Background: an optimization exercise with open tools, aiming at small area and a short achievable clock period. Do not read the settings as production practice.
At most, simulation tests tie the RTL to the original design; equivalence was not proved.
Power is estimated from default activity; no workload was simulated.

== build 57 ==
==> flow/design.v (excerpt) <==
module cpu_top #(
    parameter int FRAC_BITS = 15
) (
    input  wire logic         clk,
    input  wire logic         rst_n,
    input  wire logic         in_valid,
    input  wire logic [31:0]  instruction,
    output logic              out_valid,
    output logic              instruction_fail,
    output cpu_pkg::data_t    out_0,
    output cpu_pkg::data_t    out_1,
    output cpu_pkg::data_t    out_2,
    output cpu_pkg::data_t    out_3,
    output cpu_pkg::data_t    out_4,
    output cpu_pkg::data_t    out_5
);
Size in the first run: about 250 flip-flops.
clock: 5.0 ns
lec_check: 0
cap_margin: 20
core_margin: 2
core_utilization: 70
place_density: 0.8
setup_slack_margin: 1.95
slew_margin: 20
standard.sh (not shown) runs the stock make flow with config.mk's settings and CLKGATE_MAP_FILE= SYNTH_SCRIPT=/design/flow/synth_recipe.tcl, a recipe that flattens the netlist after the stock synthesis.
==> flow/flow/run.sh <==
#!/bin/bash
# The standard layout, with plain buffers (not delay cells) on the ports.
set -euo pipefail
bash standard.sh BUFFER_PORTS_ARGS="-buffer_cell sky130_fd_sc_hd__buf_1" finish > standard_flow.log 2>&1
Looking at the reports, build 57 completed the entire flow and the layout it produced met the timing, DRC and antenna checks.
### build 57 -> build 51
Settings: CORE_UTILIZATION changed from 70 to 55; PLACE_DENSITY removed (was 0.8).
==> comparison <==
Build 51 ran to completion and came out clean on the timing, DRC and antenna checks. Of build 57 and build 51, the run reporting the lower global-route usage was build 51. Worst setup slack in build 51 vs build 57: up 0.030 ns. The shortest clock period the worst path allows after layout in build 51 sits 0.030 ns below the value recorded for build 57. Multi-input combinational area share: build 57 and build 51 compared, higher one is build 57. Taking build 57 as the reference, in build 51 aggregate routed wire length rose 3.8%, final critical-path share of the clock period has decreased. For the total core area, build 51 came in about 27% higher than build 57 did. In the tables for build 57 and build 51, number of antenna violations at the first check in global routing reads higher with build 51.
Setup changes, build 51 to build 47
Settings: CTS_CLUSTER_SIZE: unset -> 20; PLACE_DENSITY: unset -> 0.72; CORE_UTILIZATION: 55 -> 65; SETUP_SLACK_MARGIN: 1.95 -> 1.8; CTS_CLUSTER_DIAMETER: unset -> 70.
## What came out
- Note that the clock power recorded for build 47 amounts to 0.80 times the value seen in build 51.
- Clock-buffer cell count: build 51 and build 47 compared, lower one is build 47
- The register-to-register slack in build 47 was lower than what build 51 gave.
> inputs changed (build 47 -> build 55)
Settings: swapping 1.8 for 1.95 in SETUP_SLACK_MARGIN.
Notes after the runs:
Setup slack was lower in the run labelled build 47. Relative to build 47, transition time at the pin with the least slew margin has decreased by 0.12 ns in build 55. Via count, build 47 and build 55: higher on build 55. On post-route non-filler standard cell count, build 47 and build 55 are basically level. Build 55 vs. build 47: power density relative to cell area now sits lower; power share of the combinational group closely matched the old numbers. Build 55 gives more register-to-register path setup slack than build 47 did. Build 55 | status: complete | timing, DRC, antenna: pass. Taking build 47 as the reference point, the combinational power of build 55 rises by about 5%. The lower mean routed wirelength per cell came out of build 55. Looking only at final core utilization, and setting everything else aside, the lower value of build 47 and build 55 goes to build 47.
[inputs] build 21 vs build 55
Settings: a change of CTS_CLUSTER_SIZE from 20 to 30; a change of CTS_CLUSTER_DIAMETER from 70 to 100; a change of CORE_UTILIZATION from 65 to 55; a deleted PLACE_DENSITY that had been 0.72.
### Flow results
- In build 21 the first-iteration DRC count turned out 236 lower than in build 55.
- When build 21 is set beside build 55, its cell area after layout turns out to be 210 um^2 larger.
- Relative to build 55, wire length on met1 increased by 3.0 mm in build 21.
- The area growth from synthesis to layout of build 21 exceeds that of build 55 by 1.3 points.
- Relative to build 55, the clock group share of total power of build 21 is lower by 5.9 points.
- On post-place setup slack: between build 21 and build 55, it ends up lower for build 21.
- Per the comparison of build 21 with build 55, final clock period utilization by the worst path +1.6 points, logic depth of the worst setup path including buffers +1, worst clock skew +0.014 ns.
Setup changes, build 21 to build 22
Settings: CTS_CLUSTER_SIZE: 30 -> 20; SETUP_SLACK_MARGIN: 1.95 -> 2.1; CTS_CLUSTER_DIAMETER: 100 -> 70; CORE_UTILIZATION: 55 -> 65; PLACE_DENSITY: unset -> 0.72.
Results
Total power of build 22 is higher than that of build 21.
Minimum setup slack in the final design: build 22 > build 21
Cell area after layout in build 22 is 250 um^2 higher than in build 21
Sequential share of layout area down 0.34 points in build 22 wrt build 21
Between build 22 and build 21, it is build 22 whose global-route wire length before repair is lower, by 3.4%.
Relative to build 21, area added between synthesis and finish has gone up in build 22.
Of build 22 and build 21, build 22 shows the higher final-layout clock buffer total, with build 21 below it.
For the overall fraction of global-route tracks in use, build 22 came in 4.6 points higher than build 21 did.

---

Starting RTL as in the previous note.
clock: 5.0 ns
lec_check: 0
cap_margin: 20
core_margin: 2
core_utilization: 65
cts_cluster_diameter: 85
cts_cluster_size: 25
place_density: 0.72
setup_slack_margin: 1.95
slew_margin: 20
Scripts as last shown in full above: flow/flow/run.sh
The starting point produced a clean layout.
Next try:
CTS_CLUSTER_DIAMETER = default   (was 85)
CTS_CLUSTER_SIZE = default   (was 25)
The new run completed with no timing, DRC or antenna violations.
Maximum frequency shrinks by 0.94%.
Power grows by 20%.
Critical path depth is unchanged.
First-iteration DRC count grows by 3.7%.
Next try:
CORE_UTILIZATION = 70   (was 65)
CTS_CLUSTER_DIAMETER = 70   (was default)
CTS_CLUSTER_SIZE = 20   (was default)
PLACE_DENSITY = 0.8   (was 0.72)
Outcome:
- via count goes up by 2.0%
- synthesized cell count is unchanged
- die area is lower by 7.0%
- utilization rose by 4.5 points
- sequential cell count is unchanged
- power goes down by 8.9%
- final area came out lower by about 1.3%
- setup slack degrades by 24 ps
- clock-buffer cell count goes down by 3
- first-iteration DRC count went down by about 1.8%

---

cpu_top, a different RTL version from the one above (not shown whole).
Size in the first run: roughly 17,000 um^2 of cells after synthesis.
==> flow/config.mk <==
export PLATFORM = sky130hd
export DESIGN_NAME = cpu_top
export DESIGN_NICKNAME = cpu_top
export VERILOG_FILES = /design/flow/design.v
export SDC_FILE = /design/flow/constraint.sdc
export NUM_CORES = 4
export LEC_CHECK = 0
export CAP_MARGIN = 20
export CORE_MARGIN = 2
export CORE_UTILIZATION = 55
export SETUP_SLACK_MARGIN = 1.95
export SLEW_MARGIN = 20
==> flow/constraint.sdc <==
create_clock -name core_clock -period 5.0 [get_ports {clk}]
set_input_delay 1.0000 -clock core_clock [delete_from_list [all_inputs] [get_ports {clk}]]
set_output_delay 1.0000 -clock core_clock [all_outputs]
set_load 0.01 [all_outputs]
==> flow/flow/run.sh <==
#!/bin/bash
# The standard layout, with plain buffers (not delay cells) on the ports.
set -euo pipefail
bash standard.sh BUFFER_PORTS_ARGS="-buffer_cell sky130_fd_sc_hd__buf_2" finish > standard_flow.log 2>&1
Rerun with:
==> flow/run.sh (new file) <==
#!/bin/bash
# synth_recipe.tcl (not shown) runs the flow's synth.tcl, then flattens the netlist and writes it again
# the make line also repeats each setting of config.mk as NAME=value (left out here)
make -C /OpenROAD-flow-scripts/flow DESIGN_CONFIG=/design/flow/config.mk WORK_HOME=/design/flow/orfs CLKGATE_MAP_FILE= SYNTH_SCRIPT=/design/flow/synth_recipe.tcl finish
removed: flow/flow/run.sh
removed: flow/standard.sh
Power rises by 2.5%.
Fmax falls by 0.84%.
Wire length rises by 1.9%.

---

== 09-12 ==
Another version of the RTL of cpu_top (not shown whole).
Size in the first run: roughly 1800 cells after synthesis, ~130 I/O pins.
clock: 5.0 ns
lec_check: 0
cap_margin: 20
core_margin: 2
core_utilization: 55
setup_slack_margin: 1.95
slew_margin: 20
==> flow/flow/run.sh <==
#!/bin/bash
# The standard layout, with plain buffers (not delay cells) on the ports.
set -euo pipefail
bash standard.sh BUFFER_PORTS_ARGS="-buffer_cell sky130_fd_sc_hd__buf_1" finish > standard_flow.log 2>&1
09-12 | stages: all done | timing, DRC, antenna: all pass
Input-level comparison between 12-08 and 09-12:
==> flow/flow/run.sh <==
#!/bin/bash
# The standard layout, with plain buffers (not delay cells) on the ports.
set -euo pipefail
bash standard.sh BUFFER_PORTS_ARGS="-buffer_cell sky130_fd_sc_hd__buf_2" finish > standard_flow.log 2>&1
Results
Cmp 12-08 and 09-12 / largest incremental delay on the critical path / lower: 12-08
Cmp 12-08 vs 09-12: area of the multi-input gates higher in 12-08
Compared with 09-12, 12-08 shows a lower number of iterations in the first detailed-routing pass.
12-08 vs. 09-12: wire length moved down, global-route wire length before repair went down by 1.7%, number of distinct library cells after synthesis has remained practically unchanged.
Function was not checked in any run of this note: the RTL went through the layout flow alone.

---

Setup of 06-24:
Another version of the RTL of cpu_top (not shown whole).
For scale: ~270 flip-flops, about 130 I/O pins, about 17,000 um2 of cells after synthesis.
## cpu_top
module cpu_top #(
    parameter int FRAC_BITS = 15
) (
    input  wire logic         clk,
    input  wire logic         rst_n,
    input  wire logic         in_valid,
    input  wire logic [31:0]  instruction,
    output logic              out_valid,
    output logic              instruction_fail,
    output cpu_pkg::data_t    out_0,
    output cpu_pkg::data_t    out_1,
    output cpu_pkg::data_t    out_2,
    output cpu_pkg::data_t    out_3,
    output cpu_pkg::data_t    out_4,
    output cpu_pkg::data_t    out_5
);
clock: 5.0 ns
lec_check: 0
cap_margin: 20
core_margin: 2
core_utilization: 55
slew_margin: 20
run.sh (not shown) runs the stock make flow with config.mk's settings and CLKGATE_MAP_FILE= SYNTH_SCRIPT=/design/flow/synth_recipe.tcl, a recipe that flattens the netlist after the stock synthesis.
Stock flow here: none of the scripts above is used.
06-24: PASS, flow complete, no timing, DRC or antenna violations
Changes in 06-13 relative to 06-24:
# 06-24
export LEC_CHECK = 0
export CAP_MARGIN = 20
export CORE_MARGIN = 2
export CORE_UTILIZATION = 55
export SLEW_MARGIN = 20
create_clock -name core_clock -period 5.0 [get_ports {clk}]
# 06-13
export LEC_CHECK = 0
export ABC_CLOCK_PERIOD_IN_PS = 2500
export CAP_MARGIN = 20
export CORE_MARGIN = 2
export CORE_UTILIZATION = 55
export SETUP_SLACK_MARGIN = 2.3
export SLEW_MARGIN = 20
create_clock -name core_clock -period 5.0 [get_ports {clk}]
Results
Taking 06-24 as the reference, in 06-13 worst slew margin relative to its limit now sits higher, fraction of power consumed by sequential logic now sits higher, area growth from synthesis to final layout now sits higher.
Count of non-CTS inverters in the layout: 06-24 vs 06-13 identical
In the metrics for 06-13 and 06-24, the one carrying the lower number of buffers other than clock buffers in the final layout is 06-24.
On clock latency on the worst-skew pair, 06-13 and 06-24 are basically level.
Higher overall fraction of global-route tracks in use was reported by 06-13, not 06-24.
Between 06-13 and 06-24, the difference in worst hold slack is negligible.
Compared with 06-24, 06-13 has extra setup slack.
[06-13 vs 06-24] wire length of the first global-routing pass: higher in 06-13
Comparing fraction of area in registers for 06-13 and 06-24, the bigger number came from 06-24.
Function was not checked in any run of this note: the RTL went through the layout flow alone.

## separate check: timing with driven ports
The results above use ideal ports. As a check the final layouts listed here were re-extracted and re-timed, cells and wires unchanged. Step 1 sets driving cells, clkbuf_16 on the clock port and buf_2 on the other inputs (assumed; they add their load-dependent delay and slew). Step 2 adds t to the input delays and takes it off the output delays; t is the mean of the earliest and latest rising clock arrival at the registers after step 1. Input paths then give back, and output paths get back, about the clock's delay inside the block. Slacks: ideal ports / drivers / drivers and shift; pairs: ideal ports / drivers.
run	t, ns	setup WS [ns]	worst setup path at the end	worst data-port slew with drivers (ns)
build 57	0.585	1.937 / 1.967 / 1.382	input to register	0.05
build 51	0.601	1.967 / 1.971 / 1.372	input to register	0.06
build 47	0.570	1.785 / 1.806 / 1.245	input to register	0.06
build 55	0.554	1.932 / 1.941 / 1.387	input to register	0.07
build 21	0.546	1.853 / 1.861 / 1.315	input to register	0.06
build 22	0.558	1.984 / 2.010 / 1.452	input to register	0.06
the first run of note 2	0.548	1.962 / 1.967 / 1.443	input to register	0.07
the second run of note 2	0.589	1.933 / 1.964 / 1.375	input to register	0.07
the third run of note 2	0.555	1.910 / 1.920 / 1.365	input to register	0.05
the first run of note 3	0.622	1.950 / 1.950 / 1.950	register to register	0.03
the second run of note 3	0.597	1.924 / 1.924 / 1.924	register to register	0.04
09-12	0.599	1.736 / 1.769 / 1.170	input to register	0.04
12-08	0.621	1.767 / 1.787 / 1.166	input to register	0.04
06-24	0.603	1.338 / 1.338 / 1.338	register to register	0.04
06-13	0.606	1.893 / 1.893 / 1.893	register to register	0.04
After both steps setup and hold are still met in every run listed. For 12-08, which loses most, drivers alone change the setup slack by +0.020 ns; drivers and shift together by -0.601 ns.
